What follows belongs to an exercise in optimizing a design on an open flow for small area, a short achievable clock period and few clock cycles; a production flow would make more cautious choices. Only simulation tests tie the RTL to the original design; equivalence was not proved. No driver is modelled on the clock port, so clock power and skew are understated where the tree is cut down; a real chip needs a root buffer or a tree. Power is estimated from default activity; no workload was simulated.

Design image_dilation_3x3, start of the top module:
module image_dilation_3x3
#(
  parameter int COL    = COL_DFLT,
  parameter int ROW    = ROW_DFLT,
  parameter int THRESH = 128
) (
  input  logic       clk,
  input  logic       rst,
  input  logic [7:0] data_in,
  input  logic       in_valid,
  output logic       in_ready,
  output logic [7:0] data_out,
  output logic       w_en,
  output logic       frame_done
);
  localparam int NG    = COL / GRP;           
  localparam int GW    = $clog2(NG);
  localparam int RW    = $clog2(ROW);
  localparam int FD    = 8;                   
  localparam int FW    = $clog2(FD + 1);
  localparam int WRSTG = GRP + 2;             
  localparam logic [1:0] M_IDLE = 2'd0, M_RUN = 2'd1, M_FLUSH = 2'd2;
  function automatic logic [2:0] rk_next(input logic [2:0] q, input logic [1:0] s);
    case ({q, s})
      5'b000_00: rk_next = 3'd2;
      5'b000_01: rk_next = 3'd1;
      5'b000_10: rk_next = 3'd0;
      5'b001_00: rk_next = 3'd2;
      5'b001_01: rk_next = 3'd1;
      5'b001_10: rk_next = 3'd3;
      5'b010_00: rk_next = 3'd2;
      5'b010_01: rk_next = 3'd4;
      5'b010_10: rk_next = 3'd3;
      5'b011_00: rk_next = 3'd0;
      5'b011_01: rk_next = 3'd0;
      5'b011_10: rk_next = 3'd5;
      5'b100_00: rk_next = 3'd0;
      5'b100_01: rk_next = 3'd6;
      5'b100_10: rk_next = 3'd3;
      5'b101_00: rk_next = 3'd0;
      5'b101_01: rk_next = 3'd0;
      5'b101_10: rk_next = 3'd0;
      5'b110_00: rk_next = 3'd0;
      5'b110_01: rk_next = 3'd1;
      5'b110_10: rk_next = 3'd3;
      default: rk_next = 3'd0;
    endcase
  endfunction
  function automatic logic [13:0] rk_parts(input logic [2:0] q, input logic [4:0] ph);
    logic [6:0] v1, v2;
    v1 = '0;
    v2 = '0;
    case (q)
      3'd0: begin
        if (ph[0]) v1 = v1 | 7'd18;
        if (ph[0]) v2 = v2 | 7'd45;
        if (ph[1]) v1 = v1 | 7'd10;
        if (ph[1]) v2 = v2 | 7'd24;
        if (ph[2]) v1 = v1 | 7'd6;
        if (ph[2]) v2 = v2 | 7'd13;
        if (ph[3]) v1 = v1 | 7'd3;
        if (ph[3]) v2 = v2 | 7'd6;
        if (ph[4]) v1 = v1 | 7'd1;
        if (ph[4]) v2 = v2 | 7'd2;
      end
      3'd1: begin
        if (ph[0]) v1 = v1 | 7'd18;
        if (ph[0]) v2 = v2 | 7'd45;
        if (ph[1]) v1 = v1 | 7'd10;
        if (ph[1]) v2 = v2 | 7'd24;
        if (ph[2]) v1 = v1 | 7'd6;
  ...
Size: ~1400 cells after synthesis.
==> flow/config.mk <==
export PLATFORM = sky130hd
export DESIGN_NAME = image_dilation_3x3
export DESIGN_NICKNAME = image_dilation_3x3
export VERILOG_FILES = /design/flow/design.v
export SDC_FILE = /design/flow/constraint.sdc
export NUM_CORES = 4
export LEC_CHECK = 0
export ABC_CLOCK_PERIOD_IN_PS = 2000
export CAP_MARGIN = 20
export CORE_MARGIN = 2
export CORE_UTILIZATION = 70
export CTS_CLUSTER_DIAMETER = 120
export CTS_CLUSTER_SIZE = 28
export PLACE_DENSITY = 0.8
export SETUP_SLACK_MARGIN = 3.15
export SLEW_MARGIN = 20
==> flow/constraint.sdc <==
create_clock -name core_clock -period 5.0 [get_ports {clk}]
set_input_delay 1.0000 -clock core_clock [delete_from_list [all_inputs] [get_ports {clk}]]
set_output_delay 1.0000 -clock core_clock [all_outputs]
set_load 0.01 [all_outputs]
standard.sh (not shown) runs the stock make flow with config.mk's settings and CLKGATE_MAP_FILE= SYNTH_SCRIPT=/design/flow/synth_recipe.tcl, a recipe that flattens the netlist after the stock synthesis.
==> flow/flow/run.sh <==
#!/bin/bash
# Standard layout (the standard.sh, all ORFS steps), except that the
# clock tree is built by flow/clock_tree.tcl: a balanced two-level tree in
# place of TritonCTS's three levels. The tree is sourced through ORFS's
# PRE_CTS_TCL hook; the CTS step's repair and legalization run as usual.
set -euo pipefail
export PRE_CTS_TCL="$PWD/flow/clock_tree.tcl"
bash standard.sh > standard_flow.log 2>&1
==> flow/flow/clock_tree.tcl <==
# Two-level clock tree built by hand in place of TritonCTS (sourced as
# PRE_CTS_TCL, before the standard CTS step runs its repair and legalizing).
# The clock port feeds NROOT root buffers; each root feeds a share of the
# leaf buffers; each leaf buffer feeds one cluster of about CL_SIZE clock
# pins found by k-means on the placed flip-flops. Every register sits two
# buffers from the port, so the tree is balanced; it is only shallower than
# TritonCTS's three levels.
set cl_size 20
set nroot   4
set buf_name sky130_fd_sc_hd__clkbuf_16

set db    [ord::get_db]
set block [ord::get_db_block]
set bufm  [$db findMaster $buf_name]
set clk   [$block findNet clk]

# clock pins of the registers
set sinks {}
foreach it [$clk getITerms] {
  set inst [$it getInst]
  set bb [$inst getBBox]
  set x [expr {([$bb xMin] + [$bb xMax]) / 2.0}]
  set y [expr {([$bb yMin] + [$bb yMax]) / 2.0}]
  lappend sinks [list $it $x $y]
}
set n [llength $sinks]
set k [expr {max(1, int(ceil(double($n) / $cl_size)))}]
puts "manual CTS: $n sinks, $k clusters"

# k-means, seeded along a sort by (x, y)
set sorted [lsort -real -index 1 $sinks]
set cx {}; set cy {}
for {set c 0} {$c < $k} {incr c} {
  set s [lindex $sorted [expr {int(($c + 0.5) * $n / $k)}]]
  lappend cx [lindex $s 1]; lappend cy [lindex $s 2]
}
for {set iter 0} {$iter < 30} {incr iter} {
  set sx [lrepeat $k 0.0]; set sy [lrepeat $k 0.0]; set sc [lrepeat $k 0]
  set asg {}
  foreach s $sinks {
    set x [lindex $s 1]; set y [lindex $s 2]
    set best 0; set bd 1e30
    for {set c 0} {$c < $k} {incr c} {
      set d [expr {abs($x - [lindex $cx $c]) + abs($y - [lindex $cy $c])}]
      if {$d < $bd} { set bd $d; set best $c }
    }
    lappend asg $best
    lset sx $best [expr {[lindex $sx $best] + $x}]
    lset sy $best [expr {[lindex $sy $best] + $y}]
    lset sc $best [expr {[lindex $sc $best] + 1}]
  }
  for {set c 0} {$c < $k} {incr c} {
    if {[lindex $sc $c] > 0} {
      lset cx $c [expr {[lindex $sx $c] / [lindex $sc $c]}]
      lset cy $c [expr {[lindex $sy $c] / [lindex $sc $c]}]
    }
  }
}

# leaf buffers
set leaves {}
for {set c 0} {$c < $k} {incr c} {
  if {[lindex $sc $c] == 0} { lappend leaves {}; continue }
  set b [odb::dbInst_create $block $bufm "clkbuf_leaf_$c"]
  $b setLocation [expr {int([lindex $cx $c])}] [expr {int([lindex $cy $c])}]
  $b setPlacementStatus PLACED
  set net [odb::dbNet_create $block "clknet_leaf_$c"]
  $net setSigType CLOCK
  [$b findITerm X] connect $net
  lappend leaves $b
}
set i 0
foreach s $sinks {
  set it [lindex $s 0]
  set c [lindex $asg $i]
  $it disconnect
  $it connect [$block findNet "clknet_leaf_$c"]
  incr i
}

# root buffers: split the leaves into nroot groups by angle around their centre
set used {}
set mx 0.0; set my 0.0
for {set c 0} {$c < $k} {incr c} {
  if {[lindex $sc $c] == 0} continue
  lappend used $c
  set mx [expr {$mx + [lindex $cx $c]}]; set my [expr {$my + [lindex $cy $c]}]
}
set nu [llength $used]
set mx [expr {$mx / $nu}]; set my [expr {$my / $nu}]
set ang {}
foreach c $used {
  lappend ang [list $c [expr {atan2([lindex $cy $c] - $my, [lindex $cx $c] - $mx)}]]
}
set ang [lsort -real -index 1 $ang]
set nr [expr {min($nroot, $nu)}]
for {set r 0} {$r < $nr} {incr r} {
  set grp {}
  for {set j [expr {$r * $nu / $nr}]} {$j < ($r + 1) * $nu / $nr} {incr j} {
    lappend grp [lindex [lindex $ang $j] 0]
  }
  set gx 0.0; set gy 0.0
  foreach c $grp { set gx [expr {$gx + [lindex $cx $c]}]; set gy [expr {$gy + [lindex $cy $c]}] }
  set gx [expr {$gx / [llength $grp]}]; set gy [expr {$gy / [llength $grp]}]
  set rb [odb::dbInst_create $block $bufm "clkbuf_root_$r"]
  $rb setLocation [expr {int($gx)}] [expr {int($gy)}]
  $rb setPlacementStatus PLACED
  set rnet [odb::dbNet_create $block "clknet_root_$r"]
  $rnet setSigType CLOCK
  [$rb findITerm X] connect $rnet
  [$rb findITerm A] connect $clk
  foreach c $grp { [[lindex $leaves $c] findITerm A] connect $rnet }
}
$clk setSigType CLOCK

# power pins of the new buffers
global_connect

# the tree is built: the standard CTS command does nothing from here on
proc clock_tree_synthesis {args} {
  puts "clock_tree_synthesis skipped: clock tree built by clock_tree.tcl"
}
Testbench counts at the start, summed over its fixed seeds: cycles 1,847,052.
==> next run, changes <==
--- a/flow/flow/clock_tree.tcl
+++ b/flow/flow/clock_tree.tcl
@@ -8 +8 @@
-set cl_size 20
+set cl_size 26
- CORE_UTILIZATION: 70 -> 80
- PLACE_DENSITY: 0.8 -> 0.88
=>
- Now the flow stopped in 3_5_place_dp, error DPL-0033
- area after synthesis does not change
- synthesized cell count does not change
==> next run, changes <==
- CORE_UTILIZATION: 80 -> 60
- PLACE_DENSITY: 0.88 -> 0.7
This time the run completed with no timing, DRC or antenna violations.
Area after synthesis stays the same.
Synthesized cell count stays the same.
==> next run, changes <==
- SETUP_SLACK_MARGIN: 3.15 -> 3.3
Critical path depth fell by 2.
Final cell count rose by 0.40%.
Sequential power hardly moves.
Worst setup slack is better by 0.0083 ns.
==> next run, changes <==
- ABC_AREA: default -> 1
- CORE_UTILIZATION: 60 -> 70
- PLACE_DENSITY: 0.7 -> 0.8
- SETUP_SLACK_MARGIN: 3.3 -> 3.15
Result: Cell area fell by 1.4%; setup slack loses 0.20 ns; sequential cell count is unchanged; final cell count grows by 4.2%; power goes up by 4.5%; worst hold slack gains 0.0050 ns; first-iteration DRC count is higher by 57%; core utilization rises by 9.8 points.
In the first, third, fourth and fifth runs of this note the design's own scripts or RTL, not TritonCTS, make the clock network.

[afterwards: timing with drivers on the ports]
No port has a modelled driver above. Below, the same layouts with a new extraction and two added sets of constraints.
Step 1: set_driving_cell puts a clkbuf_16 on clk and a buf_2 on each other input, an assumption about the parent block.
Step 2 adds t to the input delays and takes it off the output delays; t is the mean of the earliest and latest rising clock arrival at the registers after step 1. Input paths then give back, and output paths get back, about the clock's delay inside the block.
Three values: ideal, step 1, step 2; two values: the first two.
run	t, ns	slack for setup (ns)	latest minus earliest clock arrival (ns)
the first run	0.495	2.966 / 2.867 / 2.733	0.053 / 0.053
the third run	0.487	3.006 / 2.950 / 2.690	0.050 / 0.049
the fourth run	0.479	3.015 / 2.931 / 2.719	0.058 / 0.059
the fifth run	0.506	2.813 / 2.699 / 2.881	0.056 / 0.057
After both steps every run listed still meets setup and hold. The setup slack of the third run, which loses most, moves by -0.056 ns with the drivers and by -0.316 ns with both steps.
